From an optimization exercise on the open Yosys and OpenROAD flow, aimed at small area and a short achievable clock period; shortcuts taken in it are not production practice. At most, simulation tests tie the RTL to the original design; equivalence was not proved. Power and IR drop assume default switching activity.

Design frontend_top, start of the top module:
module frontend_top (
    input  logic        clk,
    input  logic        rst_n,
    input  logic        inst_valid,
    input  logic [31:0] inst,
    input  logic [31:0] inst_pc,
    output logic        inst_ready,
    output logic        iss_valid,
    output logic [31:0] iss_pc,
    output logic [5:0]  iss_rob_idx,
    output logic [5:0]  iss_rd_p,
    output logic [5:0]  iss_rs1_p,
    output logic [5:0]  iss_rs2_p,
    output logic        iss_rs1_ready,
    output logic        iss_rs2_ready,
    output logic [1:0]  iss_fu,
    output logic [3:0]  iss_alu_op,
    output logic [31:0] iss_imm,
    output logic        iss_alu_src,
    output logic        iss_mem_read,
    output logic        iss_mem_write,
    output logic        iss_reg_write,
    output logic [1:0]  iss_mem_size,
    input  logic        iss_ready
);
    logic [6:0] opc;
    logic       c_r, c_i, c_l, c_s, c_u;
    assign opc = inst[6:0];
    assign c_r = (opc == 7'b0110011);
    assign c_i = (opc == 7'b0010011);
    assign c_l = (opc == 7'b0000011);
    assign c_s = (opc == 7'b0100011);
    assign c_u = (opc == 7'b0110111);
    logic        dv;
    logic [31:0] d_pc;
    logic [31:7] d_in;           
    logic [3:0]  d_k;            
  ...
clock: 6.5 ns
lec_check: 0
abc_clock_period_in_ps: 2500
cap_margin: 20
core_margin: 2
core_utilization: 55
cts_cluster_diameter: 100
cts_cluster_size: 25
setup_slack_margin: 4.2
slew_margin: 20
run.sh (not shown) runs the stock make flow with config.mk's settings and CLKGATE_MAP_FILE= SYNTH_SCRIPT=/design/flow/synth_recipe.tcl, a recipe that flattens the netlist after the stock synthesis.
Next try:
--- a/flow/design.v
+++ b/flow/design.v
@@ -60,12 +60,14 @@
             in_k = {2'b01, (in_f3 == 3'b110) ? 2'b10 : (in_srai ? 2'b11 : 2'b00)};
         else
             in_k = {3'b000, inst[31:25] == 7'd0 && in_f3 == 3'b100};
     end
     assign in_legal = c_r | c_i | c_l | c_s | c_u;
     assign in_needs = (c_r | c_i | c_l | c_u) && (inst[11:7] != 5'd0);
+    logic nir;
+    assign inst_ready = !nir;
     assign dv_n    = inst_ready ? inst_valid : dv;
     assign needs_n = inst_ready ? in_needs : d_needs;
     assign legal_n = inst_ready ? in_legal : d_legal;
     assign full_n  = !pop && (iq_full || (fc6 && enq));
     assign cnt5_n  = cnt[5] || (alloc && (&cnt[4:0]));
     assign adv_n   = dv_n && !full_n && (!cnt5_n || !needs_n);
@@ -73,20 +75,20 @@
         if (!rst_n) begin
             dv         <= 1'b0;
             advance    <= 1'b0;
             alloc      <= 1'b0;
             enq        <= 1'b0;
             iq_full    <= 1'b0;
-            inst_ready <= 1'b1;
+            nir        <= 1'b0;
         end else begin
             dv         <= dv_n;
             advance    <= adv_n;
             alloc      <= adv_n && needs_n;
             enq        <= adv_n && legal_n;
             iq_full    <= full_n;
-            inst_ready <= !dv_n || adv_n;
+            nir        <= dv_n && !adv_n;
         end
     end
     always_ff @(posedge clk) begin
         if (inst_ready) begin
             d_pc    <= inst_pc;
             d_in    <= inst[31:7];
@@ -229,14 +231,29 @@
     assign iss_rob_idx  = rob;
     assign iss_alu_op   = {1'b0, h_op};
     assign iss_mem_size = {h_msz, 1'b0};
     assign iss_valid   = hv;
     logic nu;
     assign nu = !nx.k[3] && nx.k[2] && (nx.k[1:0] == 2'b01);
-    always_ff @(posedge clk) begin
-        if (refill) begin
+    always_ff @(posedge clk or negedge rst_n) begin
+        if (!rst_n) begin
+            iss_pc <= '0;
+            iss_rd_p <= '0;
+            iss_rs1_p <= '0;
+            iss_rs2_p <= '0;
+            iss_rs1_ready <= '0;
+            iss_rs2_ready <= '0;
+            iss_fu <= '0;
+            h_op <= '0;
+            iss_imm <= '0;
+            iss_alu_src <= '0;
+            iss_mem_read <= '0;
+            iss_mem_write <= '0;
+            iss_reg_write <= '0;
+            h_msz <= '0;
+        end else if (refill) begin
             iss_pc         <= nx.pc;
             iss_rd_p       <= nx.rd ? {1'b1, rob_n[4:0]} : 6'd0;
             iss_rs1_p      <= {nx.a[5], nx.a[4:0] & {5{!nu}}};
             iss_rs2_p      <= {nx.b[5], nx.b[4:0] & {5{!nu}}};
             iss_rs1_ready  <= !nx.a[5];
             iss_rs2_ready  <= !nx.b[5];
@@ -252,10 +269,10 @@
             iss_imm[4:0]   <= nu ? 5'd0 : nx.lo;
             iss_alu_src    <= nx.k[3] || nx.k[2];
             iss_mem_read   <= nx.k[3] && !nx.k[2];
             iss_mem_write  <= nx.k[3] && nx.k[2];
             iss_reg_write  <= !(nx.k[3] && nx.k[2]);
             h_msz          <= !nx.k[3] || nx.k[0];
-        end
+                end
     end
 endmodule
 `default_nettype wire
Effect:
- design area fell slightly
- setup slack loses 0.093 ns
- global-route usage goes up by 0.77 points
- final cell count increases by a few percent
- synthesized cell count climbs by a few percent
- wire length rose by a few percent
- core utilization falls by 0.48 points
- non-clock buffer count came out lower by 10
- die area stays flat
- total power came out higher slightly
- combinational power rises by roughly a tenth
Function was not checked in any run of this note: the RTL went through the layout flow alone.

---

The RTL this note starts from:
==> flow/design.v <==
`timescale 1ns/1ns
`default_nettype none
module frontend_top (
    input  logic        clk,
    input  logic        rst_n,
    input  logic        inst_valid,
    input  logic [31:0] inst,
    input  logic [31:0] inst_pc,
    output logic        inst_ready,
    output logic        iss_valid,
    output logic [31:0] iss_pc,
    output logic [5:0]  iss_rob_idx,
    output logic [5:0]  iss_rd_p,
    output logic [5:0]  iss_rs1_p,
    output logic [5:0]  iss_rs2_p,
    output logic        iss_rs1_ready,
    output logic        iss_rs2_ready,
    output logic [1:0]  iss_fu,
    output logic [3:0]  iss_alu_op,
    output logic [31:0] iss_imm,
    output logic        iss_alu_src,
    output logic        iss_mem_read,
    output logic        iss_mem_write,
    output logic        iss_reg_write,
    output logic [1:0]  iss_mem_size,
    input  logic        iss_ready
);
    logic [6:0] opc;
    logic       c_r, c_i, c_l, c_s, c_u;
    assign opc = inst[6:0];
    assign c_r = (opc == 7'b0110011);
    assign c_i = (opc == 7'b0010011);
    assign c_l = (opc == 7'b0000011);
    assign c_s = (opc == 7'b0100011);
    assign c_u = (opc == 7'b0110111);
    logic        dv;
    logic        advance;
    logic        alloc;
    logic        enq;
    logic        iq_full;
    logic [5:0]  cnt;            
    typedef struct packed {
        logic [31:0] pc;
        logic [6:0]  f;
        logic [5:0]  a;
        logic [5:0]  b;
        logic [4:0]  lo;
        logic [3:0]  k;
        logic        rd;
    } ent_t;
    logic        in_needs, in_legal;
    logic        dv_n, needs_n, legal_n, full_n, cnt5_n, adv_n;
    logic        fe, pop, fc6;
    logic [3:0] in_k;
    logic [2:0] in_f3;
    logic       in_srai;
    assign in_f3   = inst[14:12];
    assign in_srai = (in_f3 == 3'b101) && (inst[31:26] == 6'b010000);
    always_comb begin
        if (c_l || c_s)
            in_k = {1'b1, c_s, 1'b0, in_f3 != 3'b000};
        else if (c_u)
            in_k = 4'b0101;
        else if (c_i)
            in_k = {2'b01, (in_f3 == 3'b110) ? 2'b10 : (in_srai ? 2'b11 : 2'b00)};
        else
            in_k = {3'b000, inst[31:25] == 7'd0 && in_f3 == 3'b100};
    end
    assign in_legal = c_r | c_i | c_l | c_s | c_u;
    assign in_needs = (c_r | c_i | c_l | c_u) && (inst[11:7] != 5'd0);
    logic nir;
    assign inst_ready = !nir;
    assign dv_n    = inst_ready ? inst_valid : dv;
    assign needs_n = inst_ready ? in_needs : d.rd;
    assign legal_n = inst_ready ? in_legal : d_legal;
    assign full_n  = !pop && (iq_full || (fc6 && enq));
    assign cnt5_n  = cnt[5] || (alloc && (&cnt[4:0]));
    assign adv_n   = dv_n && !full_n && (!cnt5_n || !needs_n);
    always_ff @(posedge clk or negedge rst_n) begin
        if (!rst_n) begin
            dv         <= 1'b0;
            advance    <= 1'b0;
            alloc      <= 1'b0;
            enq        <= 1'b0;
            iq_full    <= 1'b0;
            nir        <= 1'b0;
        end else begin
            dv         <= dv_n;
            advance    <= adv_n;
            alloc      <= adv_n && needs_n;
            enq        <= adv_n && legal_n;
            iq_full    <= full_n;
            nir        <= dv_n && !adv_n;
        end
    end
    logic [31:0]  rn;            
    logic [159:0] rj_flat;       
    logic [4:0]   d_rd;          
    always_ff @(posedge clk or negedge rst_n) begin
        if (!rst_n)
            cnt <= 6'd0;
        else if (alloc)
            cnt <= cnt + 6'd1;
    end
    assign rn[0]         = 1'b0;     
    assign rj_flat[4:0]  = 5'd0;
    for (genvar g = 1; g < 32; g++) begin : g_rat
        logic       we;
        logic       rn_q;
        logic [4:0] rj_q;
        assign we = alloc && (d_rd == 5'(g));
        always_ff @(posedge clk or negedge rst_n) begin
            if (!rst_n)
                rn_q <= 1'b0;
            else if (we)
                rn_q <= 1'b1;
        end
        always_ff @(posedge clk) begin
            if (we) rj_q <= cnt[4:0];
        end
        assign rn[g]            = rn_q;
        assign rj_flat[g*5 +: 5] = rj_q;
    end
    function automatic logic [5:0] rat_rd(input logic [4:0] r, input logic [31:0] f,
                                         input logic [159:0] t, input logic fw,
                                         input logic [4:0] c);
        rat_rd = fw ? {1'b1, c} : (f[r] ? {1'b1, t[r*5 +: 5]} : {1'b0, r});
    endfunction
    ent_t       d;
    logic       d_legal;
    ent_t       in_e;
    logic [4:0] in_rs1, in_rs2;
    logic [5:0] m1, m2;
    assign in_rs1 = inst[19:15];
    assign in_rs2 = inst[24:20];
    assign m1     = rat_rd(in_rs1, rn, rj_flat, alloc && (d_rd == in_rs1), cnt[4:0]);
    assign m2     = rat_rd(in_rs2, rn, rj_flat, alloc && (d_rd == in_rs2), cnt[4:0]);
    always_comb begin
        in_e.pc = inst_pc;
        in_e.f  = (c_r || (c_i && in_srai)) ? 7'd0 : inst[31:25];
        in_e.a  = c_u ? {1'b0, in_rs1} : m1;
        in_e.b  = (c_r || c_s) ? m2 : (c_u ? {1'b0, in_rs2} : 6'd0);
        if (c_s)
            in_e.lo = inst[11:7];
        else if (c_i || c_l)
            in_e.lo = inst[24:20];
        else if (c_u)
            in_e.lo = {2'b00, in_f3};
        else
            in_e.lo = 5'd0;
        in_e.k  = in_k;
        in_e.rd = in_needs;
    end
    always_ff @(posedge clk) begin
        if (inst_ready) begin
            d       <= in_e;
            d_rd    <= inst[11:7];
            d_legal <= in_legal;
        end
    end
    ent_t w;
    assign w = d;
    logic [60:0] q [7];          
    logic [6:0] wp, rp;          
    logic [2:0] fc;              
    logic       hv;              
    logic       refill, push;
    ent_t       qh;              
    ent_t       nx;              
    assign fc6     = (fc == 3'd6);
    assign refill  = !hv || iss_ready;
    assign pop     = iss_ready && !fe;
    assign push    = enq && !(refill && fe);
    always_comb begin
        qh = '0;
        for (int e = 0; e < 7; e++)
            if (rp[e]) qh = qh | q[e];
    end
    assign nx = fe ? w : qh;
    always_ff @(posedge clk or negedge rst_n) begin
        if (!rst_n) begin
            wp <= 7'd1;
            rp <= 7'd1;
            fc <= 3'd0;
            fe <= 1'b1;
            hv <= 1'b0;
        end else begin
            if (push) wp <= {wp[5:0], wp[6]};
            if (pop)  rp <= {rp[5:0], rp[6]};
            if (push && !pop) begin
                fc <= fc + 3'd1;
                fe <= 1'b0;
            end else if (pop && !push) begin
                fc <= fc - 3'd1;
                fe <= (fc == 3'd1);
            end
            hv <= (hv && !(iss_ready && fe)) || enq;
        end
    end
    always_ff @(posedge clk) begin
        for (int e = 0; e < 7; e++)
            if (enq && wp[e]) q[e] <= w;
    end
    logic [5:0] rob;             
    logic       sel;             
    logic [5:0] rob_n;
    logic       sel_n;
    assign rob_n = hv ? rob + {5'd0, iss_rd_p[5]} : rob;
    assign sel_n = hv ? sel ^ !iss_fu[1] : sel;
    always_ff @(posedge clk or negedge rst_n) begin
        if (!rst_n) begin
            rob <= 6'd0;
            sel <= 1'b0;
        end else if (refill) begin
            rob <= rob_n;
            sel <= sel_n;
        end
    end
    logic [2:0] h_op;
    logic       h_msz;
    assign iss_rob_idx  = rob;
    assign iss_alu_op   = {1'b0, h_op};
    assign iss_mem_size = {h_msz, 1'b0};
    assign iss_valid   = hv;
    logic nu;
    assign nu = !nx.k[3] && nx.k[2] && (nx.k[1:0] == 2'b01);
    always_ff @(posedge clk or negedge rst_n) begin
        if (!rst_n) begin
            iss_pc <= '0;
            iss_rd_p <= '0;
            iss_rs1_p <= '0;
            iss_rs2_p <= '0;
            iss_rs1_ready <= '0;
            iss_rs2_ready <= '0;
            iss_fu <= '0;
            h_op <= '0;
            iss_imm <= '0;
            iss_alu_src <= '0;
            iss_mem_read <= '0;
            iss_mem_write <= '0;
            iss_reg_write <= '0;
            h_msz <= '0;
        end else if (refill) begin
            iss_pc         <= nx.pc;
            iss_rd_p       <= nx.rd ? {1'b1, rob_n[4:0]} : 6'd0;
            iss_rs1_p      <= {nx.a[5], nx.a[4:0] & {5{!nu}}};
            iss_rs2_p      <= {nx.b[5], nx.b[4:0] & {5{!nu}}};
            iss_rs1_ready  <= !nx.a[5];
            iss_rs2_ready  <= !nx.b[5];
            iss_fu         <= nx.k[3] ? 2'd2 : {1'b0, sel_n};
            h_op           <= {nu, (nx.k[3] || nu) ? 2'b00 : nx.k[1:0]};
            iss_imm[31]    <= nx.f[6];
            iss_imm[30:25] <= nu ? nx.f[5:0]  : {6{nx.f[6]}};
            iss_imm[24:20] <= nu ? nx.b[4:0]  : {5{nx.f[6]}};
            iss_imm[19:15] <= nu ? nx.a[4:0]  : {5{nx.f[6]}};
            iss_imm[14:12] <= nu ? nx.lo[2:0] : {3{nx.f[6]}};
            iss_imm[11]    <= !nu && nx.f[6];
            iss_imm[10:5]  <= nu ? 6'd0 : nx.f[5:0];
            iss_imm[4:0]   <= nu ? 5'd0 : nx.lo;
            iss_alu_src    <= nx.k[3] || nx.k[2];
            iss_mem_read   <= nx.k[3] && !nx.k[2];
            iss_mem_write  <= nx.k[3] && nx.k[2];
            iss_reg_write  <= !(nx.k[3] && nx.k[2]);
            h_msz          <= !nx.k[3] || nx.k[0];
                end
    end
endmodule
`default_nettype wire
Settings: LEC_CHECK=0, ABC_CLOCK_PERIOD_IN_PS=2500, CAP_MARGIN=20, CORE_MARGIN=2, CORE_UTILIZATION=55, CTS_CLUSTER_DIAMETER=100, CTS_CLUSTER_SIZE=25, SETUP_SLACK_MARGIN=4.2, SLEW_MARGIN=20; clock period 6.5 ns.
Change:
--- a/flow/design.v
+++ b/flow/design.v
@@ -66,15 +66,15 @@
         else
             in_k = {3'b000, inst[31:25] == 7'd0 && in_f3 == 3'b100};
     end
     assign in_legal = c_r | c_i | c_l | c_s | c_u;
     assign in_needs = (c_r | c_i | c_l | c_u) && (inst[11:7] != 5'd0);
-    logic nir;
+    logic nir, ld;
     assign inst_ready = !nir;
-    assign dv_n    = inst_ready ? inst_valid : dv;
-    assign needs_n = inst_ready ? in_needs : d.rd;
-    assign legal_n = inst_ready ? in_legal : d_legal;
+    assign dv_n    = ld ? inst_valid : dv;
+    assign needs_n = ld ? in_needs : d.rd;
+    assign legal_n = ld ? in_legal : d_legal;
     assign full_n  = !pop && (iq_full || (fc6 && enq));
     assign cnt5_n  = cnt[5] || (alloc && (&cnt[4:0]));
     assign adv_n   = dv_n && !full_n && (!cnt5_n || !needs_n);
     always_ff @(posedge clk or negedge rst_n) begin
         if (!rst_n) begin
@@ -82,17 +82,19 @@
             advance    <= 1'b0;
             alloc      <= 1'b0;
             enq        <= 1'b0;
             iq_full    <= 1'b0;
             nir        <= 1'b0;
+            ld         <= 1'b1;
         end else begin
             dv         <= dv_n;
             advance    <= adv_n;
             alloc      <= adv_n && needs_n;
             enq        <= adv_n && legal_n;
             iq_full    <= full_n;
             nir        <= dv_n && !adv_n;
+            ld         <= !dv_n || adv_n;
         end
     end
     logic [31:0]  rn;            
     logic [159:0] rj_flat;       
     logic [4:0]   d_rd;          
@@ -120,28 +122,29 @@
         end
         assign rn[g]            = rn_q;
         assign rj_flat[g*5 +: 5] = rj_q;
     end
     function automatic logic [5:0] rat_rd(input logic [4:0] r, input logic [31:0] f,
-                                         input logic [159:0] t, input logic fw,
-                                         input logic [4:0] c);
-        rat_rd = fw ? {1'b1, c} : (f[r] ? {1'b1, t[r*5 +: 5]} : {1'b0, r});
+                                         input logic [159:0] t, input logic nr);
+        rat_rd = (f[r] && !nr) ? {1'b1, t[r*5 +: 5]} : {1'b0, r};
     endfunction
     ent_t       d;
     logic       d_legal;
+    logic       d_fw1, d_fw2;
+    logic [4:0] last;            
     ent_t       in_e;
     logic [4:0] in_rs1, in_rs2;
-    logic [5:0] m1, m2;
     assign in_rs1 = inst[19:15];
     assign in_rs2 = inst[24:20];
-    assign m1     = rat_rd(in_rs1, rn, rj_flat, alloc && (d_rd == in_rs1), cnt[4:0]);
-    assign m2     = rat_rd(in_rs2, rn, rj_flat, alloc && (d_rd == in_rs2), cnt[4:0]);
+    always_ff @(posedge clk) begin
+        if (alloc) last <= cnt[4:0];
+    end
     always_comb begin
         in_e.pc = inst_pc;
         in_e.f  = (c_r || (c_i && in_srai)) ? 7'd0 : inst[31:25];
-        in_e.a  = c_u ? {1'b0, in_rs1} : m1;
-        in_e.b  = (c_r || c_s) ? m2 : (c_u ? {1'b0, in_rs2} : 6'd0);
+        in_e.a  = rat_rd(in_rs1, rn, rj_flat, c_u);
+        in_e.b  = rat_rd(in_rs2, rn, rj_flat, !(c_r || c_s));
         if (c_s)
             in_e.lo = inst[11:7];
         else if (c_i || c_l)
             in_e.lo = inst[24:20];
         else if (c_u)
@@ -150,18 +153,26 @@
             in_e.lo = 5'd0;
         in_e.k  = in_k;
         in_e.rd = in_needs;
     end
     always_ff @(posedge clk) begin
-        if (inst_ready) begin
+        if (ld) begin
             d       <= in_e;
             d_rd    <= inst[11:7];
             d_legal <= in_legal;
+            d_fw1   <= alloc && (d_rd == in_rs1) && !c_u;
+            d_fw2   <= alloc && (d_rd == in_rs2) && (c_r || c_s);
         end
     end
     ent_t w;
-    assign w = d;
+    logic w_useb;                
+    assign w_useb = (d.k[3] == d.k[2]) || (!d.k[3] && d.k[2] && d.k[1:0] == 2'b01);
+    always_comb begin
+        w   = d;
+        w.a = d_fw1 ? {1'b1, last} : d.a;
+        w.b = !w_useb ? 6'd0 : (d_fw2 ? {1'b1, last} : d.b);
+    end
     logic [60:0] q [7];          
     logic [6:0] wp, rp;          
     logic [2:0] fc;              
     logic       hv;              
     logic       refill, push;
=> Global-route usage shrinks by 0.75 points; routed wire length barely changes; power hardly moves; cell area rose by about 0.8%; combinational power is about the same; clock power came out lower by about 1%.
No functional check of the RTL was part of the first run of this note.

## static timing again, ports no longer ideal
Ports are ideal in the flow. The routed layouts listed here were re-timed in OpenROAD. Step 1 assumes that a clkbuf_16 drives the clock port and a buf_2 every other input. Step 2, shift: input delay + t, output delay - t, t = (earliest + latest rising clock arrival at the registers) / 2. This alone moves slack from input paths to output paths. Slacks: ideal / step 1 / step 2; pairs: ideal / step 1.
run	t (ns)	setup WS [ns]	hold slack, ns	worst slew at a driven data input, ns
the first run of note 1	0.658	3.798 / 3.749 / 3.518	0.479 / 0.440 / 0.479	0.06
the second run of note 1	0.647	3.705 / 3.705 / 3.491	0.473 / 0.473 / 0.473	0.08
the first run of note 2	0.667	3.736 / 3.546 / 2.880	0.474 / 0.474 / 0.474	0.29
the second run of note 2	0.651	3.773 / 3.527 / 2.876	0.484 / 0.484 / 0.484	0.34
After both steps every run listed still meets setup and hold. For the second run of note 2, which loses most, drivers alone change the setup slack by -0.246 ns; drivers and shift together by -0.897 ns.
